Background: an optimization exercise with open tools, aiming at small area. Do not read the settings as production practice. In this exercise RTL edits were held to simulation tests only and were not proved equivalent to the original.

[flow/design.v]
`default_nettype none
package hsv2rgb_pkg;
  localparam int CHAN_BITS = 8;
  localparam int HUE_BITS  = 9;
endpackage
`default_nettype wire
`default_nettype none
module hsv_to_rgb_converter_unit (
  input  wire logic                                 clk,
  input  wire logic                                 rst,
  input  wire logic                                 in_valid,
  output logic                                      in_stall,
  input  wire logic [hsv2rgb_pkg::HUE_BITS-1:0]     hue,
  input  wire logic [hsv2rgb_pkg::CHAN_BITS-1:0]    saturation,
  input  wire logic [hsv2rgb_pkg::CHAN_BITS-1:0]    value,
  output logic                                      out_valid,
  input  wire logic                                 out_stall,
  output logic [hsv2rgb_pkg::CHAN_BITS-1:0]         red,
  output logic [hsv2rgb_pkg::CHAN_BITS-1:0]         green,
  output logic [hsv2rgb_pkg::CHAN_BITS-1:0]         blue,
  output logic [3*hsv2rgb_pkg::CHAN_BITS-1:0]       packed_color
);
  logic adv;
  assign adv      = !out_valid || !out_stall;
  assign in_stall = !adv;
  logic [8:0] hw;
  logic [2:0] sect;
  logic [8:0] base;
  logic [5:0] rem;
  logic [5:0] r;
  always_comb begin
    hw = (hue >= 9'd360) ? hue - 9'd360 : hue;
    if      (hw >= 9'd300) begin sect = 3'd5; base = 9'd300; end
    else if (hw >= 9'd240) begin sect = 3'd4; base = 9'd240; end
    else if (hw >= 9'd180) begin sect = 3'd3; base = 9'd180; end
    else if (hw >= 9'd120) begin sect = 3'd2; base = 9'd120; end
    else if (hw >= 9'd60)  begin sect = 3'd1; base = 9'd60;  end
    else                   begin sect = 3'd0; base = 9'd0;   end
    rem = 6'(hw - base);
    r   = sect[0] ? rem : 6'd60 - rem;
  end
  wire a0 = value[0] & saturation[0];
  wire a1 = value[0] & saturation[1];
  wire a2 = value[0] & saturation[2];
  wire a3 = value[0] & saturation[3];
  wire a4 = value[0] & saturation[4];
  wire a5 = value[0] & saturation[5];
  wire a6 = value[0] & saturation[6];
  wire a7 = value[0] & saturation[7];
  wire a8 = value[1] & saturation[0];
  wire a9 = value[1] & saturation[1];
  wire a10 = value[1] & saturation[2];
  wire a11 = value[1] & saturation[3];
  wire a12 = value[1] & saturation[4];
  wire a13 = value[1] & saturation[5];
  wire a14 = value[1] & saturation[6];
  wire a15 = value[1] & saturation[7];
  wire a16 = value[2] & saturation[0];
  wire a17 = value[2] & saturation[1];
  wire a18 = value[2] & saturation[2];
  wire a19 = value[2] & saturation[3];
  wire a20 = value[2] & saturation[4];
  wire a21 = value[2] & saturation[5];
  wire a22 = value[2] & saturation[6];
  wire a23 = value[2] & saturation[7];
  wire a24 = value[3] & saturation[0];
  wire a25 = value[3] & saturation[1];
  wire a26 = value[3] & saturation[2];
  wire a27 = value[3] & saturation[3];
  wire a28 = value[3] & saturation[4];
  wire a29 = value[3] & saturation[5];
  wire a30 = value[3] & saturation[6];
  wire a31 = value[3] & saturation[7];
  wire a32 = value[4] & saturation[0];
  wire a33 = value[4] & saturation[1];
  wire a34 = value[4] & saturation[2];
  wire a35 = value[4] & saturation[3];
  wire a36 = value[4] & saturation[4];
  wire a37 = value[4] & saturation[5];
  wire a38 = value[4] & saturation[6];
  wire a39 = value[4] & saturation[7];
  wire a40 = value[5] & saturation[0];
  wire a41 = value[5] & saturation[1];
  wire a42 = value[5] & saturation[2];
  wire a43 = value[5] & saturation[3];
  wire a44 = value[5] & saturation[4];
  wire a45 = value[5] & saturation[5];
  wire a46 = value[5] & saturation[6];
  wire a47 = value[5] & saturation[7];
  wire a48 = value[6] & saturation[0];
  wire a49 = value[6] & saturation[1];
  wire a50 = value[6] & saturation[2];
  wire a51 = value[6] & saturation[3];
  wire a52 = value[6] & saturation[4];
  wire a53 = value[6] & saturation[5];
  wire a54 = value[6] & saturation[6];
  wire a55 = value[6] & saturation[7];
  wire a56 = value[7] & saturation[0];
  wire a57 = value[7] & saturation[1];
  wire a58 = value[7] & saturation[2];
  wire a59 = value[7] & saturation[3];
  wire a60 = value[7] & saturation[4];
  wire a61 = value[7] & saturation[5];
  wire a62 = value[7] & saturation[6];
  wire a63 = value[7] & saturation[7];
  wire a64 = a6 ^ a13;
  wire a65 = a6 & a13;
  wire a66 = a7 ^ a14 ^ a21;
  wire a67 = (a7 & a14) | (a7 & a21) | (a14 & a21);
  wire a68 = a28 ^ a35;
  wire a69 = a28 & a35;
  wire a70 = a15 ^ a22 ^ a29;
  wire a71 = (a15 & a22) | (a15 & a29) | (a22 & a29);
  wire a72 = a36 ^ a43;
  wire a73 = a36 & a43;
  wire a74 = a23 ^ a30 ^ a37;
  wire a75 = (a23 & a30) | (a23 & a37) | (a30 & a37);
  wire a76 = a4 ^ a11;
  wire a77 = a4 & a11;
  wire a78 = a5 ^ a12 ^ a19;
  wire a79 = (a5 & a12) | (a5 & a19) | (a12 & a19);
  wire a80 = a26 ^ a33;
  wire a81 = a26 & a33;
  wire a82 = a20 ^ a27 ^ a34;
  wire a83 = (a20 & a27) | (a20 & a34) | (a27 & a34);
  wire a84 = a41 ^ a48 ^ a64;
  wire a85 = (a41 & a48) | (a41 & a64) | (a48 & a64);
  wire a86 = a42 ^ a49 ^ a56;
  wire a87 = (a42 & a49) | (a42 & a56) | (a49 & a56);
  wire a88 = a65 ^ a66 ^ a68;
  wire a89 = (a65 & a66) | (a65 & a68) | (a66 & a68);
  wire a90 = a50 ^ a57 ^ a67;
  wire a91 = (a50 & a57) | (a50 & a67) | (a57 & a67);
  wire a92 = a69 ^ a70 ^ a72;
  wire a93 = (a69 & a70) | (a69 & a72) | (a70 & a72);
  wire a94 = a44 ^ a51 ^ a58;
  wire a95 = (a44 & a51) | (a44 & a58) | (a51 & a58);
  wire a96 = a71 ^ a73 ^ a74;
  wire a97 = (a71 & a73) | (a71 & a74) | (a73 & a74);
  wire a98 = a31 ^ a38 ^ a45;
  wire a99 = (a31 & a38) | (a31 & a45) | (a38 & a45);
  wire a100 = a52 ^ a59 ^ a75;
  wire a101 = (a52 & a59) | (a52 & a75) | (a59 & a75);
  wire a102 = a39 ^ a46 ^ a53;
  wire a103 = (a39 & a46) | (a39 & a53) | (a46 & a53);
  wire a104 = a3 ^ a10;
  wire a105 = a3 & a10;
  wire a106 = a18 ^ a25 ^ a32;
  wire a107 = (a18 & a25) | (a18 & a32) | (a25 & a32);
  wire a108 = a40 ^ a77 ^ a78;
  wire a109 = (a40 & a77) | (a40 & a78) | (a77 & a78);
  wire a110 = a79 ^ a81 ^ a82;
  wire a111 = (a79 & a81) | (a79 & a82) | (a81 & a82);
  wire a112 = a83 ^ a85 ^ a86;
  wire a113 = (a83 & a85) | (a83 & a86) | (a85 & a86);
  wire a114 = a87 ^ a89 ^ a90;
  wire a115 = (a87 & a89) | (a87 & a90) | (a89 & a90);
  wire a116 = a91 ^ a93 ^ a94;
  wire a117 = (a91 & a93) | (a91 & a94) | (a93 & a94);
  wire a118 = a95 ^ a97 ^ a98;
  wire a119 = (a95 & a97) | (a95 & a98) | (a97 & a98);
  wire a120 = a60 ^ a99 ^ a101;
  wire a121 = (a60 & a99) | (a60 & a101) | (a99 & a101);
  wire a122 = a47 ^ a54 ^ a61;
  wire a123 = (a47 & a54) | (a47 & a61) | (a54 & a61);
  wire a124 = a2 ^ a9;
  wire a125 = a2 & a9;
  wire a126 = a17 ^ a24 ^ a104;
  wire a127 = (a17 & a24) | (a17 & a104) | (a24 & a104);
  wire a128 = a76 ^ a105 ^ a106;
  wire a129 = (a76 & a105) | (a76 & a106) | (a105 & a106);
  wire a130 = a80 ^ a107 ^ a108;
  wire a131 = (a80 & a107) | (a80 & a108) | (a107 & a108);
  wire a132 = a84 ^ a109 ^ a110;
  wire a133 = (a84 & a109) | (a84 & a110) | (a109 & a110);
  wire a134 = a88 ^ a111 ^ a112;
  wire a135 = (a88 & a111) | (a88 & a112) | (a111 & a112);
  wire a136 = a92 ^ a113 ^ a114;
  wire a137 = (a92 & a113) | (a92 & a114) | (a113 & a114);
  wire a138 = a96 ^ a115 ^ a116;
  wire a139 = (a96 & a115) | (a96 & a116) | (a115 & a116);
  wire a140 = a100 ^ a117 ^ a118;
  wire a141 = (a100 & a117) | (a100 & a118) | (a117 & a118);
  wire a142 = a102 ^ a119 ^ a120;
  wire a143 = (a102 & a119) | (a102 & a120) | (a119 & a120);
  wire a144 = a103 ^ a121 ^ a122;
  wire a145 = (a103 & a121) | (a103 & a122) | (a121 & a122);
  wire a146 = a55 ^ a62 ^ a123;
  wire a147 = (a55 & a62) | (a55 & a123) | (a62 & a123);
  wire a148 = a1 & a8;
  wire a149 = a16 & a124;
  wire a150 = a125 & a126;
  wire a151 = a127 & a128;
  wire a152 = a129 & a130;
  wire a153 = a131 & a132;
  wire a154 = a133 & a134;
  wire a155 = a135 & a136;
  wire a156 = a137 & a138;
  wire a157 = a139 & a140;
  wire a158 = a141 & a142;
  wire a159 = a143 & a144;
  wire a160 = a145 & a146;
  wire a161 = a63 & a147;
  wire a162 = a1 ^ a8;
  wire a163 = a16 ^ a124;
  wire a164 = a125 ^ a126;
  wire a165 = a127 ^ a128;
  wire a166 = a129 ^ a130;
  wire a167 = a131 ^ a132;
  wire a168 = a133 ^ a134;
  wire a169 = a135 ^ a136;
  wire a170 = a137 ^ a138;
  wire a171 = a139 ^ a140;
  wire a172 = a141 ^ a142;
  wire a173 = a143 ^ a144;
  wire a174 = a145 ^ a146;
  wire a175 = a63 ^ a147;
  wire a176 = a162 & a0;
  wire a177 = a164 & a149;
  wire a178 = a150 | a177;
  wire a179 = a164 & a163;
  wire a180 = a166 & a151;
  wire a181 = a152 | a180;
  wire a182 = a166 & a165;
  wire a183 = a168 & a153;
  wire a184 = a154 | a183;
  wire a185 = a168 & a167;
  wire a186 = a170 & a155;
  wire a187 = a156 | a186;
  wire a188 = a170 & a169;
  wire a189 = a172 & a157;
  wire a190 = a158 | a189;
  wire a191 = a172 & a171;
  wire a192 = a174 & a159;
  wire a193 = a160 | a192;
  wire a194 = a174 & a173;
  wire a195 = a163 & a148;
  wire a196 = a149 | a195;
  wire a197 = a163 & a176;
  wire a198 = a179 & a148;
  wire a199 = a178 | a198;
  wire a200 = a179 & a176;
  wire a201 = a167 & a181;
  wire a202 = a153 | a201;
  wire a203 = a167 & a182;
  wire a204 = a185 & a181;
  wire a205 = a184 | a204;
  wire a206 = a185 & a182;
  wire a207 = a171 & a187;
  wire a208 = a157 | a207;
  wire a209 = a171 & a188;
  wire a210 = a191 & a187;
  wire a211 = a190 | a210;
  wire a212 = a191 & a188;
  wire a213 = a175 & a193;
  wire a214 = a161 | a213;
  wire a215 = a175 & a194;
  wire a216 = a165 & a199;
  wire a217 = a151 | a216;
  wire a218 = a165 & a200;
  wire a219 = a182 & a199;
  wire a220 = a181 | a219;
  wire a221 = a182 & a200;
  wire a222 = a203 & a199;
  wire a223 = a202 | a222;
  wire a224 = a203 & a200;
  wire a225 = a206 & a199;
  wire a226 = a205 | a225;
  wire a227 = a206 & a200;
  wire a228 = a173 & a211;
  wire a229 = a159 | a228;
  wire a230 = a173 & a212;
  wire a231 = a194 & a211;
  wire a232 = a193 | a231;
  wire a233 = a194 & a212;
  wire a234 = a215 & a211;
  wire a235 = a214 | a234;
  wire a236 = a215 & a212;
  wire a237 = a169 & a226;
  wire a238 = a155 | a237;
  wire a239 = a169 & a227;
  wire a240 = a188 & a226;
  wire a241 = a187 | a240;
  wire a242 = a188 & a227;
  wire a243 = a209 & a226;
  wire a244 = a208 | a243;
  wire a245 = a209 & a227;
  wire a246 = a212 & a226;
  wire a247 = a211 | a246;
  wire a248 = a212 & a227;
  wire a249 = a230 & a226;
  wire a250 = a229 | a249;
  wire a251 = a230 & a227;
  wire a252 = a233 & a226;
  wire a253 = a232 | a252;
  wire a254 = a233 & a227;
  wire a255 = a236 & a226;
  wire a256 = a235 | a255;
  wire a257 = a236 & a227;
  wire a258 = a163 ^ a148;
  wire a259 = a164 ^ a196;
  wire a260 = a165 ^ a199;
  wire a261 = a166 ^ a217;
  wire a262 = a167 ^ a220;
  wire a263 = a168 ^ a223;
  wire a264 = a169 ^ a226;
  wire a265 = a170 ^ a238;
  wire a266 = a171 ^ a241;
  wire a267 = a172 ^ a244;
  wire a268 = a173 ^ a247;
  wire a269 = a174 ^ a250;
  wire a270 = a175 ^ a253;
  logic        valid_q1;
  logic [2:0]  sect_q1;
  logic [5:0]  r_q1;
  logic [7:0]  v_q1;
  logic [15:0] m_q1;
  logic        nz_q1;
  always_ff @(posedge clk) begin
    if (rst) begin
      valid_q1 <= 1'b0;
    end else if (adv) begin
      valid_q1 <= in_valid;
    end
  end
  always_ff @(posedge clk) begin
    if (adv) begin
      sect_q1 <= sect;
      r_q1    <= r;
      v_q1    <= value;
      m_q1    <= {a256, a270, a269, a268, a267, a266, a265, a264, a263, a262, a261, a260, a259, a258, a162, a0};
      nz_q1   <= (|value) & (|saturation);
    end
  end
  wire nz1 = nz_q1;
  logic [3:0] cm15;
  logic [3:0] rm15;
  logic [3:0] w15;
  logic [1:0] e10_lo;
  logic [4:0] ct;
  logic [3:0] mh15;
  logic [4:0] ck;
  logic [1:0] c1k;
  logic [4:0] rt;
  logic [7:0] wp;
  logic [4:0] wt;
  wire b0 = m_q1[8] & m_q1[0];
  wire b1 = m_q1[9] & m_q1[1];
  wire b2 = m_q1[10] & m_q1[2];
  wire b3 = m_q1[11] & m_q1[3];
  wire b4 = m_q1[12] & m_q1[4];
  wire b5 = m_q1[13] & m_q1[5];
  wire b6 = m_q1[14] & m_q1[6];
  wire b7 = m_q1[15] & m_q1[7];
  wire b8 = m_q1[8] ^ m_q1[0];
  wire b9 = m_q1[9] ^ m_q1[1];
  wire b10 = m_q1[10] ^ m_q1[2];
  wire b11 = m_q1[11] ^ m_q1[3];
  wire b12 = m_q1[12] ^ m_q1[4];
  wire b13 = m_q1[13] ^ m_q1[5];
  wire b14 = m_q1[14] ^ m_q1[6];
  wire b15 = m_q1[15] ^ m_q1[7];
  wire b16 = b9 & b0;
  wire b17 = b1 | b16;
  wire b18 = b9 & b8;
  wire b19 = b11 & b2;
  wire b20 = b3 | b19;
  wire b21 = b11 & b10;
  wire b22 = b13 & b4;
  wire b23 = b5 | b22;
  wire b24 = b13 & b12;
  wire b25 = b15 & b6;
  wire b26 = b7 | b25;
  wire b27 = b15 & b14;
  wire b28 = b10 & b17;
  wire b29 = b2 | b28;
  wire b30 = b10 & b18;
  wire b31 = b21 & b17;
  wire b32 = b20 | b31;
  wire b33 = b21 & b18;
  wire b34 = b14 & b23;
  wire b35 = b6 | b34;
  wire b36 = b14 & b24;
  wire b37 = b27 & b23;
  wire b38 = b26 | b37;
  wire b39 = b27 & b24;
  wire b40 = b12 & b32;
  wire b41 = b4 | b40;
  wire b42 = b12 & b33;
  wire b43 = b24 & b32;
  wire b44 = b23 | b43;
  wire b45 = b24 & b33;
  wire b46 = b36 & b32;
  wire b47 = b35 | b46;
  wire b48 = b36 & b33;
  wire b49 = b39 & b32;
  wire b50 = b38 | b49;
  wire b51 = b39 & b33;
  wire b52 = b9 ^ b0;
  wire b53 = b10 ^ b17;
  wire b54 = b11 ^ b29;
  wire b55 = b12 ^ b32;
  wire b56 = b13 ^ b41;
  wire b57 = b14 ^ b44;
  wire b58 = b15 ^ b47;
  wire b59 = ~b50;
  wire b60 = nz_q1 & b59;
  wire b61 = ~m_q1[8];
  wire b62 = ~m_q1[9];
  wire b63 = ~m_q1[10];
  wire b64 = ~m_q1[11];
  wire b65 = ~m_q1[12];
  wire b66 = ~m_q1[13];
  wire b67 = ~m_q1[14];
  wire b68 = ~m_q1[15];
  wire b69 = ~b60;
  wire b70 = ~b50;
  wire b71 = v_q1[1] ^ b62;
  wire b72 = v_q1[1] & b62;
  wire b73 = v_q1[2] ^ b63;
  wire b74 = v_q1[2] & b63;
  wire b75 = v_q1[3] ^ b64;
  wire b76 = v_q1[3] & b64;
  wire b77 = v_q1[4] ^ b65;
  wire b78 = v_q1[4] & b65;
  wire b79 = v_q1[5] ^ b66;
  wire b80 = v_q1[5] & b66;
  wire b81 = v_q1[6] ^ b67;
  wire b82 = v_q1[6] & b67;
  wire b83 = v_q1[7] ^ b68;
  wire b84 = v_q1[7] & b68;
  wire b85 = v_q1[0] ^ b61;
  wire b86 = v_q1[0] & b61;
  wire b87 = ~(b70 ^ b71);
  wire b88 = b70 | b71;
  wire b89 = ~(b72 ^ b73);
  wire b90 = b72 | b73;
  wire b91 = ~(b74 ^ b75);
  wire b92 = b74 | b75;
  wire b93 = ~(b76 ^ b77);
  wire b94 = b76 | b77;
  wire b95 = ~(b78 ^ b79);
  wire b96 = b78 | b79;
  wire b97 = ~(b80 ^ b81);
  wire b98 = b80 | b81;
  wire b99 = ~(b82 ^ b83);
  wire b100 = b82 | b83;
  wire b101 = b69 & b85;
  wire b102 = b86 & b87;
  wire b103 = b88 & b89;
  wire b104 = b90 & b91;
  wire b105 = b92 & b93;
  wire b106 = b94 & b95;
  wire b107 = b96 & b97;
  wire b108 = b98 & b99;
  wire b109 = b69 ^ b85;
  wire b110 = b86 ^ b87;
  wire b111 = b88 ^ b89;
  wire b112 = b90 ^ b91;
  wire b113 = b92 ^ b93;
  wire b114 = b94 ^ b95;
  wire b115 = b96 ^ b97;
  wire b116 = b98 ^ b99;
  wire b117 = b110 & b101;
  wire b118 = b102 | b117;
  wire b119 = b110 & b109;
  wire b120 = b112 & b103;
  wire b121 = b104 | b120;
  wire b122 = b112 & b111;
  wire b123 = b114 & b105;
  wire b124 = b106 | b123;
  wire b125 = b114 & b113;
  wire b126 = b116 & b107;
  wire b127 = b108 | b126;
  wire b128 = b116 & b115;
  wire b129 = b111 & b118;
  wire b130 = b103 | b129;
  wire b131 = b111 & b119;
  wire b132 = b122 & b118;
  wire b133 = b121 | b132;
  wire b134 = b122 & b119;
  wire b135 = b115 & b124;
  wire b136 = b107 | b135;
  wire b137 = b115 & b125;
  wire b138 = b128 & b124;
  wire b139 = b127 | b138;
  wire b140 = b128 & b125;
  wire b141 = b113 & b133;
  wire b142 = b105 | b141;
  wire b143 = b113 & b134;
  wire b144 = b125 & b133;
  wire b145 = b124 | b144;
  wire b146 = b125 & b134;
  wire b147 = b137 & b133;
  wire b148 = b136 | b147;
  wire b149 = b137 & b134;
  wire b150 = b140 & b133;
  wire b151 = b139 | b150;
  wire b152 = b140 & b134;
  wire b153 = b110 ^ b101;
  wire b154 = b111 ^ b118;
  wire b155 = b112 ^ b130;
  wire b156 = b113 ^ b133;
  wire b157 = b114 ^ b142;
  wire b158 = b115 ^ b145;
  wire b159 = b116 ^ b148;
  wire b160 = m_q1[8] & r_q1[0];
  wire b161 = m_q1[8] & r_q1[1];
  wire b162 = m_q1[8] & r_q1[2];
  wire b163 = m_q1[8] & r_q1[3];
  wire b164 = m_q1[8] & r_q1[4];
  wire b165 = m_q1[8] & r_q1[5];
  wire b166 = m_q1[9] & r_q1[0];
  wire b167 = m_q1[9] & r_q1[1];
  wire b168 = m_q1[9] & r_q1[2];
  wire b169 = m_q1[9] & r_q1[3];
  wire b170 = m_q1[9] & r_q1[4];
  wire b171 = m_q1[9] & r_q1[5];
  wire b172 = m_q1[10] & r_q1[0];
  wire b173 = m_q1[10] & r_q1[1];
  wire b174 = m_q1[10] & r_q1[2];
  wire b175 = m_q1[10] & r_q1[3];
  wire b176 = m_q1[10] & r_q1[4];
  wire b177 = m_q1[10] & r_q1[5];
  wire b178 = m_q1[11] & r_q1[0];
  wire b179 = m_q1[11] & r_q1[1];
  wire b180 = m_q1[11] & r_q1[2];
  wire b181 = m_q1[11] & r_q1[3];
  wire b182 = m_q1[11] & r_q1[4];
  wire b183 = m_q1[11] & r_q1[5];
  wire b184 = m_q1[12] & r_q1[0];
  wire b185 = m_q1[12] & r_q1[1];
  wire b186 = m_q1[12] & r_q1[2];
  wire b187 = m_q1[12] & r_q1[3];
  wire b188 = m_q1[12] & r_q1[4];
  wire b189 = m_q1[12] & r_q1[5];
  wire b190 = m_q1[13] & r_q1[0];
  wire b191 = m_q1[13] & r_q1[1];
  wire b192 = m_q1[13] & r_q1[2];
  wire b193 = m_q1[13] & r_q1[3];
  wire b194 = m_q1[13] & r_q1[4];
  wire b195 = m_q1[14] & r_q1[0];
  wire b196 = m_q1[14] & r_q1[1];
  wire b197 = m_q1[14] & r_q1[2];
  wire b198 = m_q1[14] & r_q1[3];
  wire b199 = m_q1[15] & r_q1[0];
  wire b200 = m_q1[15] & r_q1[1];
  wire b201 = m_q1[15] & r_q1[2];
  wire b202 = b60 & r_q1[0];
  wire b203 = b50 & r_q1[0];
  wire b204 = b60 & r_q1[1];
  wire b205 = b50 & r_q1[1];
  wire b206 = b60 & r_q1[2];
  wire b207 = b50 & r_q1[2];
  wire b208 = b60 & r_q1[3];
  wire b209 = b50 & r_q1[3];
  wire b210 = b60 & r_q1[4];
  wire b211 = b50 & r_q1[4];
  wire b212 = b60 & r_q1[5];
  wire b213 = b50 & r_q1[5];
  wire b214 = b164 ^ b169;
  wire b215 = b164 & b169;
  wire b216 = b165 ^ b170 ^ b175;
  wire b217 = (b165 & b170) | (b165 & b175) | (b170 & b175);
  wire b218 = b180 ^ b185;
  wire b219 = b180 & b185;
  wire b220 = b171 ^ b176 ^ b181;
  wire b221 = (b171 & b176) | (b171 & b181) | (b176 & b181);
  wire b222 = b186 ^ b191;
  wire b223 = b186 & b191;
  wire b224 = b177 ^ b182 ^ b187;
  wire b225 = (b177 & b182) | (b177 & b187) | (b182 & b187);
  wire b226 = b162 ^ b167;
  wire b227 = b162 & b167;
  wire b228 = b163 ^ b168 ^ b173;
  wire b229 = (b163 & b168) | (b163 & b173) | (b168 & b173);
  wire b230 = b178 ^ b207;
  wire b231 = b178 & b207;
  wire b232 = b174 ^ b179 ^ b184;
  wire b233 = (b174 & b179) | (b174 & b184) | (b179 & b184);
  wire b234 = b209 ^ b210 ^ b214;
  wire b235 = (b209 & b210) | (b209 & b214) | (b210 & b214);
  wire b236 = b190 ^ b211 ^ b212;
  wire b237 = (b190 & b211) | (b190 & b212) | (b211 & b212);
  wire b238 = b215 ^ b216 ^ b218;
  wire b239 = (b215 & b216) | (b215 & b218) | (b216 & b218);
  wire b240 = b195 ^ b213 ^ b217;
  wire b241 = (b195 & b213) | (b195 & b217) | (b213 & b217);
  wire b242 = b219 ^ b220 ^ b222;
  wire b243 = (b219 & b220) | (b219 & b222) | (b220 & b222);
  wire b244 = b192 ^ b196 ^ b199;
  wire b245 = (b192 & b196) | (b192 & b199) | (b196 & b199);
  wire b246 = b221 ^ b223 ^ b224;
  wire b247 = (b221 & b223) | (b221 & b224) | (b223 & b224);
  wire b248 = b183 ^ b188 ^ b193;
  wire b249 = (b183 & b188) | (b183 & b193) | (b188 & b193);
  wire b250 = b197 ^ b200 ^ b225;
  wire b251 = (b197 & b200) | (b197 & b225) | (b200 & b225);
  wire b252 = b189 ^ b194 ^ b198;
  wire b253 = (b189 & b194) | (b189 & b198) | (b194 & b198);
  wire b254 = b161 ^ b166;
  wire b255 = b161 & b166;
  wire b256 = b172 ^ b205 ^ b206;
  wire b257 = (b172 & b205) | (b172 & b206) | (b205 & b206);
  wire b258 = b208 ^ b227 ^ b228;
  wire b259 = (b208 & b227) | (b208 & b228) | (b227 & b228);
  wire b260 = b229 ^ b231 ^ b232;
  wire b261 = (b229 & b231) | (b229 & b232) | (b231 & b232);
  wire b262 = b233 ^ b235 ^ b236;
  wire b263 = (b233 & b235) | (b233 & b236) | (b235 & b236);
  wire b264 = b237 ^ b239 ^ b240;
  wire b265 = (b237 & b239) | (b237 & b240) | (b239 & b240);
  wire b266 = b241 ^ b243 ^ b244;
  wire b267 = (b241 & b243) | (b241 & b244) | (b243 & b244);
  wire b268 = b245 ^ b247 ^ b248;
  wire b269 = (b245 & b247) | (b245 & b248) | (b247 & b248);
  wire b270 = b201 ^ b249 ^ b251;
  wire b271 = (b201 & b249) | (b201 & b251) | (b249 & b251);
  wire b272 = b203 ^ b204;
  wire b273 = b203 & b204;
  wire b274 = b226 ^ b255 ^ b256;
  wire b275 = (b226 & b255) | (b226 & b256) | (b255 & b256);
  wire b276 = b230 ^ b257 ^ b258;
  wire b277 = (b230 & b257) | (b230 & b258) | (b257 & b258);
  wire b278 = b234 ^ b259 ^ b260;
  wire b279 = (b234 & b259) | (b234 & b260) | (b259 & b260);
  wire b280 = b238 ^ b261 ^ b262;
  wire b281 = (b238 & b261) | (b238 & b262) | (b261 & b262);
  wire b282 = b242 ^ b263 ^ b264;
  wire b283 = (b242 & b263) | (b242 & b264) | (b263 & b264);
  wire b284 = b246 ^ b265 ^ b266;
  wire b285 = (b246 & b265) | (b246 & b266) | (b265 & b266);
  wire b286 = b250 ^ b267 ^ b268;
  wire b287 = (b250 & b267) | (b250 & b268) | (b267 & b268);
  wire b288 = b252 ^ b269 ^ b270;
  wire b289 = (b252 & b269) | (b252 & b270) | (b269 & b270);
  wire b290 = b160 & b202;
  wire b291 = b254 & b272;
  wire b292 = b273 & b274;
  wire b293 = b275 & b276;
  wire b294 = b277 & b278;
  wire b295 = b279 & b280;
  wire b296 = b281 & b282;
  wire b297 = b283 & b284;
  wire b298 = b285 & b286;
  wire b299 = b287 & b288;
  wire b300 = b160 ^ b202;
  wire b301 = b254 ^ b272;
  wire b302 = b273 ^ b274;
  wire b303 = b275 ^ b276;
  wire b304 = b277 ^ b278;
  wire b305 = b279 ^ b280;
  wire b306 = b281 ^ b282;
  wire b307 = b283 ^ b284;
  wire b308 = b285 ^ b286;
  wire b309 = b287 ^ b288;
  wire b310 = b301 & b290;
  wire b311 = b291 | b310;
  wire b312 = b301 & b300;
  wire b313 = b303 & b292;
  wire b314 = b293 | b313;
  wire b315 = b303 & b302;
  wire b316 = b305 & b294;
  wire b317 = b295 | b316;
  wire b318 = b305 & b304;
  wire b319 = b307 & b296;
  wire b320 = b297 | b319;
  wire b321 = b307 & b306;
  wire b322 = b309 & b298;
  wire b323 = b299 | b322;
  wire b324 = b309 & b308;
  wire b325 = b302 & b311;
  wire b326 = b292 | b325;
  wire b327 = b302 & b312;
  wire b328 = b315 & b311;
  wire b329 = b314 | b328;
  wire b330 = b315 & b312;
  wire b331 = b306 & b317;
  wire b332 = b296 | b331;
  wire b333 = b306 & b318;
  wire b334 = b321 & b317;
  wire b335 = b320 | b334;
  wire b336 = b321 & b318;
  wire b337 = b304 & b329;
  wire b338 = b294 | b337;
  wire b339 = b304 & b330;
  wire b340 = b318 & b329;
  wire b341 = b317 | b340;
  wire b342 = b318 & b330;
  wire b343 = b333 & b329;
  wire b344 = b332 | b343;
  wire b345 = b333 & b330;
  wire b346 = b336 & b329;
  wire b347 = b335 | b346;
  wire b348 = b336 & b330;
  wire b349 = b308 & b347;
  wire b350 = b298 | b349;
  wire b351 = b308 & b348;
  wire b352 = b324 & b347;
  wire b353 = b323 | b352;
  wire b354 = b324 & b348;
  wire b355 = b301 ^ b290;
  wire b356 = b302 ^ b311;
  wire b357 = b303 ^ b326;
  wire b358 = b304 ^ b329;
  wire b359 = b305 ^ b338;
  wire b360 = b306 ^ b341;
  wire b361 = b307 ^ b344;
  wire b362 = b308 ^ b347;
  wire b363 = b309 ^ b350;
  wire b364 = v_q1[4] ^ b360;
  wire b365 = v_q1[4] & b360;
  wire b366 = v_q1[5] ^ b361 ^ b357;
  wire b367 = (v_q1[5] & b361) | (v_q1[5] & b357) | (b361 & b357);
  wire b368 = v_q1[6] ^ b362 ^ b358;
  wire b369 = (v_q1[6] & b362) | (v_q1[6] & b358) | (b362 & b358);
  wire b370 = v_q1[7] ^ b363 ^ b359;
  wire b371 = (v_q1[7] & b363) | (v_q1[7] & b359) | (b363 & b359);
  wire b372 = v_q1[0] & b356;
  wire b373 = v_q1[1] & b357;
  wire b374 = v_q1[2] & b358;
  wire b375 = v_q1[3] & b359;
  wire b376 = b356 & b364;
  wire b377 = b365 & b366;
  wire b378 = b367 & b368;
  wire b379 = b369 & b370;
  wire b380 = v_q1[0] ^ b356;
  wire b381 = v_q1[1] ^ b357;
  wire b382 = v_q1[2] ^ b358;
  wire b383 = v_q1[3] ^ b359;
  wire b384 = b356 ^ b364;
  wire b385 = b365 ^ b366;
  wire b386 = b367 ^ b368;
  wire b387 = b369 ^ b370;
  wire b388 = b381 & b372;
  wire b389 = b373 | b388;
  wire b390 = b381 & b380;
  wire b391 = b383 & b374;
  wire b392 = b375 | b391;
  wire b393 = b383 & b382;
  wire b394 = b385 & b376;
  wire b395 = b377 | b394;
  wire b396 = b385 & b384;
  wire b397 = b387 & b378;
  wire b398 = b379 | b397;
  wire b399 = b387 & b386;
  wire b400 = b382 & b389;
  wire b401 = b374 | b400;
  wire b402 = b382 & b390;
  wire b403 = b393 & b389;
  wire b404 = b392 | b403;
  wire b405 = b393 & b390;
  wire b406 = b386 & b395;
  wire b407 = b378 | b406;
  wire b408 = b386 & b396;
  wire b409 = b399 & b395;
  wire b410 = b398 | b409;
  wire b411 = b399 & b396;
  wire b412 = b384 & b404;
  wire b413 = b376 | b412;
  wire b414 = b384 & b405;
  wire b415 = b396 & b404;
  wire b416 = b395 | b415;
  wire b417 = b396 & b405;
  wire b418 = b408 & b404;
  wire b419 = b407 | b418;
  wire b420 = b408 & b405;
  wire b421 = b411 & b404;
  wire b422 = b410 | b421;
  wire b423 = b411 & b405;
  wire b424 = b381 ^ b372;
  wire b425 = b382 ^ b389;
  wire b426 = b383 ^ b401;
  wire b427 = b384 ^ b404;
  wire b428 = b385 ^ b413;
  wire b429 = b386 ^ b416;
  wire b430 = b387 ^ b419;
  wire b431 = ~b8;
  wire b432 = ~b52;
  wire b433 = ~b53;
  wire b434 = ~b54;
  wire b435 = ~b55;
  wire b436 = ~b56;
  wire b437 = ~b57;
  wire b438 = ~b58;
  wire b439 = b431 & r_q1[0];
  wire b440 = b431 & r_q1[1];
  wire b441 = b431 & r_q1[2];
  wire b442 = b431 & r_q1[3];
  wire b443 = b431 & r_q1[4];
  wire b444 = b431 & r_q1[5];
  wire b445 = b432 & r_q1[0];
  wire b446 = b432 & r_q1[1];
  wire b447 = b432 & r_q1[2];
  wire b448 = b432 & r_q1[3];
  wire b449 = b432 & r_q1[4];
  wire b450 = b432 & r_q1[5];
  wire b451 = b433 & r_q1[0];
  wire b452 = b433 & r_q1[1];
  wire b453 = b433 & r_q1[2];
  wire b454 = b433 & r_q1[3];
  wire b455 = b433 & r_q1[4];
  wire b456 = b433 & r_q1[5];
  wire b457 = b434 & r_q1[0];
  wire b458 = b434 & r_q1[1];
  wire b459 = b434 & r_q1[2];
  wire b460 = b434 & r_q1[3];
  wire b461 = b434 & r_q1[4];
  wire b462 = b434 & r_q1[5];
  wire b463 = b435 & r_q1[0];
  wire b464 = b435 & r_q1[1];
  wire b465 = b435 & r_q1[2];
  wire b466 = b435 & r_q1[3];
  wire b467 = b435 & r_q1[4];
  wire b468 = b435 & r_q1[5];
  wire b469 = b436 & r_q1[0];
  wire b470 = b436 & r_q1[1];
  wire b471 = b436 & r_q1[2];
  wire b472 = b436 & r_q1[3];
  wire b473 = b436 & r_q1[4];
  wire b474 = b436 & r_q1[5];
  wire b475 = b437 & r_q1[0];
  wire b476 = b437 & r_q1[1];
  wire b477 = b437 & r_q1[2];
  wire b478 = b437 & r_q1[3];
  wire b479 = b437 & r_q1[4];
  wire b480 = b437 & r_q1[5];
  wire b481 = b438 & r_q1[0];
  wire b482 = b438 & r_q1[1];
  wire b483 = b438 & r_q1[2];
  wire b484 = b438 & r_q1[3];
  wire b485 = b438 & r_q1[4];
  wire b486 = b438 & r_q1[5];
  wire b487 = ~r_q1[0];
  wire b488 = b50 & b487;
  wire b489 = ~r_q1[1];
  wire b490 = b50 & b489;
  wire b491 = ~r_q1[2];
  wire b492 = b50 & b491;
  wire b493 = ~r_q1[3];
  wire b494 = b50 & b493;
  wire b495 = ~r_q1[4];
  wire b496 = b50 & b495;
  wire b497 = ~r_q1[5];
  wire b498 = b50 & b497;
  wire b499 = b444 ^ b449;
  wire b500 = b444 & b449;
  wire b501 = b450 ^ b455 ^ b460;
  wire b502 = (b450 & b455) | (b450 & b460) | (b455 & b460);
  wire b503 = b456 ^ b461 ^ b466;
  wire b504 = (b456 & b461) | (b456 & b466) | (b461 & b466);
  wire b505 = b462 ^ b467;
  wire b506 = b462 & b467;
  wire b507 = b442 ^ b447;
  wire b508 = b442 & b447;
  wire b509 = b443 ^ b448 ^ b453;
  wire b510 = (b443 & b448) | (b443 & b453) | (b448 & b453);
  wire b511 = b458 ^ b463;
  wire b512 = b458 & b463;
  wire b513 = b454 ^ b459 ^ b464;
  wire b514 = (b454 & b459) | (b454 & b464) | (b459 & b464);
  wire b515 = b469 ^ b498 ^ b499;
  wire b516 = (b469 & b498) | (b469 & b499) | (b498 & b499);
  wire b517 = b465 ^ b470 ^ b475;
  wire b518 = (b465 & b470) | (b465 & b475) | (b470 & b475);
  wire b519 = b50 ^ b500 ^ b501;
  wire b520 = (b50 & b500) | (b50 & b501) | (b500 & b501);
  wire b521 = b471 ^ b476 ^ b481;
  wire b522 = (b471 & b476) | (b471 & b481) | (b476 & b481);
  wire b523 = b50 ^ b502 ^ b503;
  wire b524 = (b50 & b502) | (b50 & b503) | (b502 & b503);
  wire b525 = b472 ^ b477 ^ b482;
  wire b526 = (b472 & b477) | (b472 & b482) | (b477 & b482);
  wire b527 = b50 ^ b504 ^ b505;
  wire b528 = (b50 & b504) | (b50 & b505) | (b504 & b505);
  wire b529 = b468 ^ b473 ^ b478;
  wire b530 = (b468 & b473) | (b468 & b478) | (b473 & b478);
  wire b531 = b483 ^ b50 ^ b506;
  wire b532 = (b483 & b50) | (b483 & b506) | (b50 & b506);
  wire b533 = b474 ^ b479 ^ b484;
  wire b534 = (b474 & b479) | (b474 & b484) | (b479 & b484);
  wire b535 = b441 ^ b446;
  wire b536 = b441 & b446;
  wire b537 = b452 ^ b457 ^ b494;
  wire b538 = (b452 & b457) | (b452 & b494) | (b457 & b494);
  wire b539 = b496 ^ b508 ^ b509;
  wire b540 = (b496 & b508) | (b496 & b509) | (b508 & b509);
  wire b541 = b510 ^ b512 ^ b513;
  wire b542 = (b510 & b512) | (b510 & b513) | (b512 & b513);
  wire b543 = b514 ^ b516 ^ b517;
  wire b544 = (b514 & b516) | (b514 & b517) | (b516 & b517);
  wire b545 = b518 ^ b520 ^ b521;
  wire b546 = (b518 & b520) | (b518 & b521) | (b520 & b521);
  wire b547 = b522 ^ b524 ^ b525;
  wire b548 = (b522 & b524) | (b522 & b525) | (b524 & b525);
  wire b549 = b526 ^ b528 ^ b529;
  wire b550 = (b526 & b528) | (b526 & b529) | (b528 & b529);
  wire b551 = b50 ^ b530 ^ b532;
  wire b552 = (b50 & b530) | (b50 & b532) | (b530 & b532);
  wire b553 = b480 ^ b485 ^ b50;
  wire b554 = (b480 & b485) | (b480 & b50) | (b485 & b50);
  wire b555 = b439 ^ b488;
  wire b556 = b439 & b488;
  wire b557 = b440 ^ b445 ^ b490;
  wire b558 = (b440 & b445) | (b440 & b490) | (b445 & b490);
  wire b559 = b451 ^ b492 ^ b535;
  wire b560 = (b451 & b492) | (b451 & b535) | (b492 & b535);
  wire b561 = b507 ^ b536 ^ b537;
  wire b562 = (b507 & b536) | (b507 & b537) | (b536 & b537);
  wire b563 = b511 ^ b538 ^ b539;
  wire b564 = (b511 & b538) | (b511 & b539) | (b538 & b539);
  wire b565 = b515 ^ b540 ^ b541;
  wire b566 = (b515 & b540) | (b515 & b541) | (b540 & b541);
  wire b567 = b519 ^ b542 ^ b543;
  wire b568 = (b519 & b542) | (b519 & b543) | (b542 & b543);
  wire b569 = b523 ^ b544 ^ b545;
  wire b570 = (b523 & b544) | (b523 & b545) | (b544 & b545);
  wire b571 = b527 ^ b546 ^ b547;
  wire b572 = (b527 & b546) | (b527 & b547) | (b546 & b547);
  wire b573 = b531 ^ b548 ^ b549;
  wire b574 = (b531 & b548) | (b531 & b549) | (b548 & b549);
  wire b575 = b533 ^ b550 ^ b551;
  wire b576 = (b533 & b550) | (b533 & b551) | (b550 & b551);
  wire b577 = b534 ^ b552 ^ b553;
  wire b578 = (b534 & b552) | (b534 & b553) | (b552 & b553);
  wire b579 = b486 ^ b50 ^ b554;
  wire b580 = (b486 & b50) | (b486 & b554) | (b50 & b554);
  wire b581 = b50 & b555;
  wire b582 = b556 & b557;
  wire b583 = b558 & b559;
  wire b584 = b560 & b561;
  wire b585 = b562 & b563;
  wire b586 = b564 & b565;
  wire b587 = b566 & b567;
  wire b588 = b568 & b569;
  wire b589 = b570 & b571;
  wire b590 = b572 & b573;
  wire b591 = b574 & b575;
  wire b592 = b576 & b577;
  wire b593 = b578 & b579;
  wire b594 = b50 & b580;
  wire b595 = b50 ^ b555;
  wire b596 = b556 ^ b557;
  wire b597 = b558 ^ b559;
  wire b598 = b560 ^ b561;
  wire b599 = b562 ^ b563;
  wire b600 = b564 ^ b565;
  wire b601 = b566 ^ b567;
  wire b602 = b568 ^ b569;
  wire b603 = b570 ^ b571;
  wire b604 = b572 ^ b573;
  wire b605 = b574 ^ b575;
  wire b606 = b576 ^ b577;
  wire b607 = b578 ^ b579;
  wire b608 = b50 ^ b580;
  wire b609 = b596 & b581;
  wire b610 = b582 | b609;
  wire b611 = b596 & b595;
  wire b612 = b598 & b583;
  wire b613 = b584 | b612;
  wire b614 = b598 & b597;
  wire b615 = b600 & b585;
  wire b616 = b586 | b615;
  wire b617 = b600 & b599;
  wire b618 = b602 & b587;
  wire b619 = b588 | b618;
  wire b620 = b602 & b601;
  wire b621 = b604 & b589;
  wire b622 = b590 | b621;
  wire b623 = b604 & b603;
  wire b624 = b606 & b591;
  wire b625 = b592 | b624;
  wire b626 = b606 & b605;
  wire b627 = b608 & b593;
  wire b628 = b594 | b627;
  wire b629 = b608 & b607;
  wire b630 = b597 & b610;
  wire b631 = b583 | b630;
  wire b632 = b597 & b611;
  wire b633 = b614 & b610;
  wire b634 = b613 | b633;
  wire b635 = b614 & b611;
  wire b636 = b601 & b616;
  wire b637 = b587 | b636;
  wire b638 = b601 & b617;
  wire b639 = b620 & b616;
  wire b640 = b619 | b639;
  wire b641 = b620 & b617;
  wire b642 = b605 & b622;
  wire b643 = b591 | b642;
  wire b644 = b605 & b623;
  wire b645 = b626 & b622;
  wire b646 = b625 | b645;
  wire b647 = b626 & b623;
  wire b648 = b599 & b634;
  wire b649 = b585 | b648;
  wire b650 = b599 & b635;
  wire b651 = b617 & b634;
  wire b652 = b616 | b651;
  wire b653 = b617 & b635;
  wire b654 = b638 & b634;
  wire b655 = b637 | b654;
  wire b656 = b638 & b635;
  wire b657 = b641 & b634;
  wire b658 = b640 | b657;
  wire b659 = b641 & b635;
  wire b660 = b607 & b646;
  wire b661 = b593 | b660;
  wire b662 = b607 & b647;
  wire b663 = b629 & b646;
  wire b664 = b628 | b663;
  wire b665 = b629 & b647;
  wire b666 = b603 & b658;
  wire b667 = b589 | b666;
  wire b668 = b603 & b659;
  wire b669 = b623 & b658;
  wire b670 = b622 | b669;
  wire b671 = b623 & b659;
  wire b672 = b644 & b658;
  wire b673 = b643 | b672;
  wire b674 = b644 & b659;
  wire b675 = b647 & b658;
  wire b676 = b646 | b675;
  wire b677 = b647 & b659;
  wire b678 = b662 & b658;
  wire b679 = b661 | b678;
  wire b680 = b662 & b659;
  wire b681 = b665 & b658;
  wire b682 = b664 | b681;
  wire b683 = b665 & b659;
  wire b684 = b596 ^ b581;
  wire b685 = b597 ^ b610;
  wire b686 = b598 ^ b631;
  wire b687 = b599 ^ b634;
  wire b688 = b600 ^ b649;
  wire b689 = b601 ^ b652;
  wire b690 = b602 ^ b655;
  wire b691 = b603 ^ b658;
  wire b692 = b604 ^ b667;
  wire b693 = b605 ^ b670;
  wire b694 = b606 ^ b673;
  wire b695 = b607 ^ b676;
  wire b696 = b608 ^ b679;
  wire b697 = b595 & b691;
  wire b698 = b684 & b692;
  wire b699 = b685 & b693;
  wire b700 = b686 & b694;
  wire b701 = b687 & b695;
  wire b702 = b688 & b696;
  wire b703 = b595 ^ b691;
  wire b704 = b684 ^ b692;
  wire b705 = b685 ^ b693;
  wire b706 = b686 ^ b694;
  wire b707 = b687 ^ b695;
  wire b708 = b688 ^ b696;
  wire b709 = b697 | b703;
  wire b710 = b704 & b709;
  wire b711 = b698 | b710;
  wire b712 = b704 & b703;
  wire b713 = b706 & b699;
  wire b714 = b700 | b713;
  wire b715 = b706 & b705;
  wire b716 = b708 & b701;
  wire b717 = b702 | b716;
  wire b718 = b708 & b707;
  wire b719 = b690 & b689;
  wire b720 = b705 & b711;
  wire b721 = b699 | b720;
  wire b722 = b705 & b712;
  wire b723 = b715 & b711;
  wire b724 = b714 | b723;
  wire b725 = b715 & b712;
  wire b726 = b689 & b717;
  wire b727 = b689 & b718;
  wire b728 = b719 & b717;
  wire b729 = b719 & b718;
  wire b730 = b707 & b724;
  wire b731 = b701 | b730;
  wire b732 = b707 & b725;
  wire b733 = b718 & b724;
  wire b734 = b717 | b733;
  wire b735 = b718 & b725;
  wire b736 = b727 & b724;
  wire b737 = b726 | b736;
  wire b738 = b727 & b725;
  wire b739 = b729 & b724;
  wire b740 = b728 | b739;
  wire b741 = b729 & b725;
  wire b742 = ~b703;
  wire b743 = b704 ^ b709;
  wire b744 = b705 ^ b711;
  wire b745 = b706 ^ b721;
  wire b746 = b707 ^ b724;
  wire b747 = b708 ^ b731;
  wire b748 = b689 ^ b734;
  wire b749 = b690 ^ b737;
  wire b750 = b691 & b740;
  wire b751 = b691 ^ b740;
  wire b752 = b692 & b750;
  wire b753 = b692 & b751;
  wire b754 = b694 & b693;
  wire b755 = b696 & b695;
  wire b756 = b693 & b752;
  wire b757 = b693 & b753;
  wire b758 = b754 & b752;
  wire b759 = b754 & b753;
  wire b760 = b695 & b758;
  wire b761 = b695 & b759;
  wire b762 = b755 & b758;
  wire b763 = b755 & b759;
  wire b764 = b692 ^ b750;
  wire b765 = b693 ^ b752;
  wire b766 = b694 ^ b756;
  wire b767 = b695 ^ b758;
  wire b768 = b696 ^ b760;
  assign c1k    = {b50, b60};
  assign e10_lo = {b355, b300};
  assign ct     = 5'(m_q1[15:12]) + 5'(m_q1[11:8]);
  assign mh15   = (ct >= 5'd15) ? 4'(ct - 5'd15) : ct[3:0];
  assign ck     = 5'(mh15) + 5'(c1k);
  assign cm15   = (ck >= 5'd15) ? 4'(ck - 5'd15) : ck[3:0];
  assign rt     = 5'(r_q1[5:4]) + 5'(r_q1[3:0]);
  assign rm15   = (rt >= 5'd15) ? 4'(rt - 5'd15) : rt[3:0];
  assign wp     = 8'(cm15) * 8'(rm15);
  assign wt     = 5'(wp[7:4]) + 5'(wp[3:0]);
  assign w15    = (wt >= 5'd15) ? 4'(wt - 5'd15) : wt[3:0];
  logic [2:0] sect_q2;
  logic [7:0] v_q2;
  logic [7:0] p_q2;
  logic [7:0] a_q2;
  logic [3:0] w15_q2;
  logic [1:0] w4_q2;
  logic [5:0] g_q2;
  always_ff @(posedge clk) begin
    if (rst) begin
      out_valid <= 1'b0;
    end else if (adv) begin
      out_valid <= valid_q1;
    end
  end
  always_ff @(posedge clk) begin
    if (adv) begin
      sect_q2 <= sect_q1;
      v_q2    <= v_q1;
      p_q2    <= {b159, b158, b157, b156, b155, b154, b153, b109};
      a_q2    <= {b430, b429, b428, b427, b426, b425, b424, b380};
      w15_q2  <= w15;
      w4_q2   <= e10_lo;
      g_q2    <= {b768, b767, b766, b765, b764, b751};
    end
  end
  logic [7:0] x;
  logic [5:0] w;
  logic [1:0] wk;
  assign wk = 2'(w15_q2[1:0] - w4_q2);
  assign w  = 6'(w15_q2) + 6'({wk, 4'b0000}) - 6'(wk);
  wire o0 = ~g_q2[0];
  wire o1 = ~g_q2[1];
  wire o2 = ~g_q2[2];
  wire o3 = ~g_q2[3];
  wire o4 = ~g_q2[4];
  wire o5 = ~g_q2[5];
  wire o6 = w[0] & o0;
  wire o7 = w[1] & o1;
  wire o8 = w[2] & o2;
  wire o9 = w[3] & o3;
  wire o10 = w[4] & o4;
  wire o11 = w[5] & o5;
  wire o12 = w[0] ^ o0;
  wire o13 = w[1] ^ o1;
  wire o14 = w[2] ^ o2;
  wire o15 = w[3] ^ o3;
  wire o16 = w[4] ^ o4;
  wire o17 = w[5] ^ o5;
  wire o18 = o13 & o6;
  wire o19 = o7 | o18;
  wire o20 = o13 & o12;
  wire o21 = o15 & o8;
  wire o22 = o9 | o21;
  wire o23 = o15 & o14;
  wire o24 = o17 & o10;
  wire o25 = o11 | o24;
  wire o26 = o17 & o16;
  wire o27 = o14 & o19;
  wire o28 = o8 | o27;
  wire o29 = o14 & o20;
  wire o30 = o23 & o19;
  wire o31 = o22 | o30;
  wire o32 = o23 & o20;
  wire o33 = o16 & o31;
  wire o34 = o10 | o33;
  wire o35 = o16 & o32;
  wire o36 = o26 & o31;
  wire o37 = o25 | o36;
  wire o38 = o26 & o32;
  wire o39 = o13 ^ o6;
  wire o40 = o14 ^ o19;
  wire o41 = o15 ^ o28;
  wire o42 = o16 ^ o31;
  wire o43 = o17 ^ o34;
  wire o44 = ~w[2];
  wire o45 = ~w[3];
  wire o46 = ~w[4];
  wire o47 = ~w[5];
  wire o48 = ~w[2];
  wire o49 = ~w[3];
  wire o50 = ~w[4];
  wire o51 = ~w[5];
  wire o52 = ~o37;
  wire o53 = a_q2[0] & o44;
  wire o54 = a_q2[1] & o45;
  wire o55 = a_q2[2] & o46;
  wire o56 = a_q2[3] & o47;
  wire o57 = a_q2[4] & o48;
  wire o58 = a_q2[5] & o49;
  wire o59 = a_q2[6] & o50;
  wire o60 = a_q2[7] & o51;
  wire o61 = a_q2[0] ^ o44;
  wire o62 = a_q2[1] ^ o45;
  wire o63 = a_q2[2] ^ o46;
  wire o64 = a_q2[3] ^ o47;
  wire o65 = a_q2[4] ^ o48;
  wire o66 = a_q2[5] ^ o49;
  wire o67 = a_q2[6] ^ o50;
  wire o68 = a_q2[7] ^ o51;
  wire o69 = o61 & o52;
  wire o70 = o53 | o69;
  wire o71 = o62 & o70;
  wire o72 = o54 | o71;
  wire o73 = o62 & o61;
  wire o74 = o64 & o55;
  wire o75 = o56 | o74;
  wire o76 = o64 & o63;
  wire o77 = o66 & o57;
  wire o78 = o58 | o77;
  wire o79 = o66 & o65;
  wire o80 = o68 & o59;
  wire o81 = o60 | o80;
  wire o82 = o68 & o67;
  wire o83 = o63 & o72;
  wire o84 = o55 | o83;
  wire o85 = o63 & o73;
  wire o86 = o76 & o72;
  wire o87 = o75 | o86;
  wire o88 = o76 & o73;
  wire o89 = o67 & o78;
  wire o90 = o59 | o89;
  wire o91 = o67 & o79;
  wire o92 = o82 & o78;
  wire o93 = o81 | o92;
  wire o94 = o82 & o79;
  wire o95 = o65 & o87;
  wire o96 = o57 | o95;
  wire o97 = o65 & o88;
  wire o98 = o79 & o87;
  wire o99 = o78 | o98;
  wire o100 = o79 & o88;
  wire o101 = o91 & o87;
  wire o102 = o90 | o101;
  wire o103 = o91 & o88;
  wire o104 = o94 & o87;
  wire o105 = o93 | o104;
  wire o106 = o94 & o88;
  wire o107 = o61 ^ o52;
  wire o108 = o62 ^ o70;
  wire o109 = o63 ^ o72;
  wire o110 = o64 ^ o84;
  wire o111 = o65 ^ o87;
  wire o112 = o66 ^ o96;
  wire o113 = o67 ^ o99;
  wire o114 = o68 ^ o102;
  assign x = {o114, o113, o112, o111, o110, o109, o108, o107};
  always_comb begin
    case (sect_q2)
      3'd0:    begin red = v_q2; green = x;    blue = p_q2; end
      3'd1:    begin red = x;    green = v_q2; blue = p_q2; end
      3'd2:    begin red = p_q2; green = v_q2; blue = x;    end
      3'd3:    begin red = p_q2; green = x;    blue = v_q2; end
      3'd4:    begin red = x;    green = p_q2; blue = v_q2; end
      default: begin red = v_q2; green = p_q2; blue = x;    end
    endcase
  end
  assign packed_color = {red, green, blue};
endmodule
`default_nettype wire
[flow/flow/run.sh]
#!/bin/bash
# Layout flow: the standard flow with two changes to synthesis and one
# to placement.
#  - Synthesis: Yosys's synth runs without its quick ABC pass (-noabc), so
#    the full adders written in the RTL reach extract_fa without inverted
#    polarities, and the final ABC mapping uses flow/area.abc (area-oriented
#    mapping). Registers, their names and cell types are unchanged.
#  - Ports are buffered with sky130_fd_sc_hd__buf_1.
# Each tool's output goes to the ORFS logs under orfs/logs; make's output to
# standard.log.
set -euo pipefail
WORK=$PWD
FLOW=$WORK/flow
{
  echo 'proc synth {args} { yosys synth -nofsm -noshare -noabc {*}$args }'
  echo 'proc abc {args} {'
  echo '  set i [lsearch $args -script]'
  echo "  if { \$i >= 0 } { set args [lreplace \$args \$i [expr {\$i + 1}] -script $FLOW/area.abc] }"
  echo '  yosys abc {*}$args'
  echo '}'
  tail -n +2 synth_recipe.tcl
} > my_synth.tcl
bash standard.sh SYNTH_SCRIPT=$WORK/my_synth.tcl \
  "BUFFER_PORTS_ARGS=-buffer_cell sky130_fd_sc_hd__buf_1" finish > standard.log 2>&1
[flow/flow/area.abc]
strash
dch -f
amap
topo
[flow/standard.sh]
#!/bin/bash
# synth_recipe.tcl (not shown) runs the flow's synth.tcl, then flattens the netlist and writes it again
# the make line also repeats each setting of config.mk as NAME=value (left out here)
make -C /OpenROAD-flow-scripts/flow DESIGN_CONFIG=/design/flow/config.mk WORK_HOME=/design/flow/orfs CLKGATE_MAP_FILE= SYNTH_SCRIPT=/design/flow/synth_recipe.tcl "${@:-finish}"
[flow/config.mk]
export PLATFORM = sky130hd
export DESIGN_NAME = hsv_to_rgb_converter_unit
export DESIGN_NICKNAME = hsv_to_rgb_converter_unit
export VERILOG_FILES = /design/flow/design.v
export SDC_FILE = /design/flow/constraint.sdc
export NUM_CORES = 4
export LEC_CHECK = 0
export ABC_AREA = 1
export CAP_MARGIN = 20
export CORE_MARGIN = 2
export CORE_UTILIZATION = 65
export SLEW_MARGIN = 20
[flow/constraint.sdc]
create_clock -name core_clock -period 7.5 [get_ports {clk}]
set_input_delay 1.5000 -clock core_clock [delete_from_list [all_inputs] [get_ports {clk}]]
set_output_delay 1.5000 -clock core_clock [all_outputs]
set_load 0.01 [all_outputs]
==> notes.md <==
==> worst paths after layout <==
| kind | startpoint | to | slack (ps) | cells after the start |
|---|---|---|---|---|
| hold reg to reg | sect_q1[1] | sect_q2[1] | 460 | 0 |
| setup reg to reg | m_q1[8] | w15_q2[1] | 380 | 34 |
| setup / recovery | m_q1[8] | w15_q2[1] | 380 | 34 |
| hold / removal | sect_q1[1] | sect_q2[1] | 460 | 0 |
==> stage by stage <==
| stage | worst slack (ps) |
|---|---|
| after detailed placement | -186.9 |
| after CTS | 0.6297 |
| after global routing | -64.08 |
| after global placement | 54.32 |
| after floorplan | 6.176 |
| final | 376.5 |
==> worst max-delay path, delay by kind of cell, from the launching register on <==
kind / cells / cell delay [ps]
adder cells (fa/ha/maj): 9 / 3110
AO/OA/AOI/OAI: 15 / 2220
buffers and inverters: 5 / 570
AND/OR/NAND/NOR: 5 / 550
flip-flops: 1 / 430
==> layer usage <==
layer,vias up,part of all wire
met1,3777,0.44
li1,4012,-
met2,213,0.49
met4,0,0.023
met3,37,0.043
met5,-,0
==> registers in the layout (all words and copies together), names as in the netlist <==
| name | flops |
|---|---|
| r_q1 | 6 |
| a_q2 | 8 |
| w4_q2 | 2 |
| v_q2 | 8 |
| w15_q2 | 4 |
| sect_q1 | 3 |
| out_valid | 1 |
| sect_q2 | 3 |
| m_q1 | 16 |
| g_q2 | 6 |
| v_q1 | 8 |
| p_q2 | 8 |
| valid_q1 | 1 |
| nz_q1 | 1 |
==> repair_timing <==
| action | CTS | global route |
|---|---|---|
| gates resized for setup | 4 | 44 |
| setup endpoints to repair | 6 | 25 |
| buffers inserted | 0 | 5 |
| pin swaps | 0 | 11 |
| hold buffers | 0 | 0 |
==> cell type report <==
type	count	area, um^2	share of cell area
clock buffer	11	232.7	0.02050
clock inverter	5	62.56	0.005510
inverter	143	541.8	0.04771
multi-input combinational	892	7550	0.6649
sequential	75	2232	0.1966
tap	216	270.3	0.02380
timing repair buffer	101	465.4	0.04099
==> Yosys cell counts, types with 3 or more instances <==
master    count
o22a_1       24
fa_1        134
a21oi_1     102
edfxtp_1     73
o32ai_1       3
buf_4        24
or2_0         6
clkinv_1    143
nor2_1      291
nor2b_1       5
nand4_1       3
nand3_1       6
a21o_1       12
o22ai_1       8
ha_1        143
o221ai_1      4
a211oi_1      5
o21ai_0      63
nand2_1      51
nor3_1        5
o31ai_1       6
==> layout by cell type (no fill, tap or decap), types with 5 or more instances in the layout <==
master       n
a21oi_2      8
or2_0        6
buf_1       78
o31ai_1      5
buf_4       23
o22ai_1      7
ha_1       140
clkbuf_16    9
fa_2         5
clkinv_1   137
inv_2        5
nand2_1     50
a21oi_1     92
a21o_1      12
fa_1       129
o21ai_1      5
nor2_1     285
nor2_2       6
edfxtp_1    73
o22a_1      24
o21ai_0     56
nor3_1       5
nand3_1      6
==> cells by family after synthesis <==
| logic type | synth area share |
|---|---|
| AOI/OAI and AO/OA | 0.1377 |
| xor gates and xnor gates | 0.002544 |
| adders and majority gates | 0.4328 |
| buffers and inverters | 0.06976 |
| DFF | 0.2161 |
| and+or+nand+nor | 0.1411 |
==> notes.md <==
Hold Vio Cnt, Final -> 0
hold slack -> 460.1 ps
Die ar. -> 16920 um^2
Tot GR Track Use -> 0.2829
DP Wirelength -> 18.04 mm
Placed Instances -> 1422
Crit Path Class -> reg -> reg
Yosys cell types -> 39
Post-Layout Cell Count -> 1443
Via-to-Cell Ratio -> 5.571
global routing's busiest layer -> met2
CP required -> 7610 ps
Clock Skew -> 4.733 ps
Mapped Area -> 10330 um^2
die width -> 130.1 um
Arrival @ worst endpoint -> 7230 ps
largest net degree at the start of global routing -> 76
Ys Warns -> 1
Fill cells -> 1248
relative slew slack -> 0.3454
asr flop ratio synth -> 0
n_diodes -> 0
Fmax achieved -> 140.4 MHz
Initial DRC Count -> 474
synthesized flop and latch total -> 75
core area -> 15710 um^2
post-route design area -> 11350 um^2
cell type with the largest total area after synthesis -> fa_1
syn avg cell area -> 9.102 um^2
I/O pin count -> 79
syn nets -> 1441
setup TNS -> 0 ps
post-detailed-route count of antenna-violating nets -> 0
CTS sink count -> 75
Clock Latency Late Sink -> 350 ps
CTS clock-pin slew for the worst setup and hold paths -> 60 ps
Final Setup Violations -> 0
Worst setup SP type -> flip-flop
Worst setup EP type -> flip-flop
Die Span Y -> 130.1 um
clock buffer count from CTS -> 9
status -> timing/DRC/antenna clean
WL per Instance -> 15.67 um
first-pass GRT wire length -> 36.70 mm
grt met2 use -> 0.4854
worst min path class -> reg -> reg
FP Rows -> 46
Worst path max stage delay -> 500 ps
max_cap viols -> 0
met3 global-route usage -> 0.04469
synth top area cells -> fa_1, edfxtp_1, ha_1
fin crit period -> 7124 ps
initial antenna violation count -> 0
Main synth FF type -> edfxtp_1
WL final -> 22.61 mm
fin. max-slew vios -> 0
Starting Density -> 0.6575
Root Driver -> clkbuf_16
period utilization -> 0.9498
first drt pass iteration count -> 5
GRT overflow -> 0
via count of the first global-routing pass -> 7628
RePlAce Congestion -> 0.8715
ratio of cells with drive above 1 in the final layout -> 0.06275
P&R area growth vs syn -> 9.906%
share of Yosys cell area claimed by the top area cell type -> 0.2597
Via Count -> 8039
CP max stage cell -> fa_1
Clock Tree Buf Depth -> 2
critical path peak fanout -> 4
worst slew pin tran -> 981.9 ps
Cell Area, Placed -> 10870 um^2
post-synthesis sequential area ratio -> 0.2161
final net count -> 1528
Syn Inst Count -> 1135
# H-tree levels -> 3
met1 Use GR -> 0.3700
number of synthesized flops with an enable pin -> 73
input/output buffers -> 78
DRC viols -> 0
TritonCTS clock tree -> built
final core occ -> 0.7226

-- what the ideal ports hide --
The flow's constraints put no driver on any port. The routed layout listed below was extracted and timed again, unchanged, in two steps.
Step 1: set_driving_cell puts a clkbuf_16 on clk and a buf_2 on each other input, an assumption about the parent block.
Step 2 adds t to the input delays and takes it off the output delays; t is the mean of the earliest and latest rising clock arrival at the registers after step 1. Input paths then give back, and output paths get back, about the clock's delay inside the block.
Three values: ideal ports, drivers, drivers and shift; two values: the first two.
shift t [ns]: 0.393
setup WS [ns]: 0.376 / 0.376 / 0.376
clock arrival spread, ns: 0.005 / 0.005
worst data-port slew with drivers (ns): 0.03
After both steps this run still meets setup and hold. The setup slack of this run moves by 0.000 ns with the drivers and by 0.000 ns with both steps.
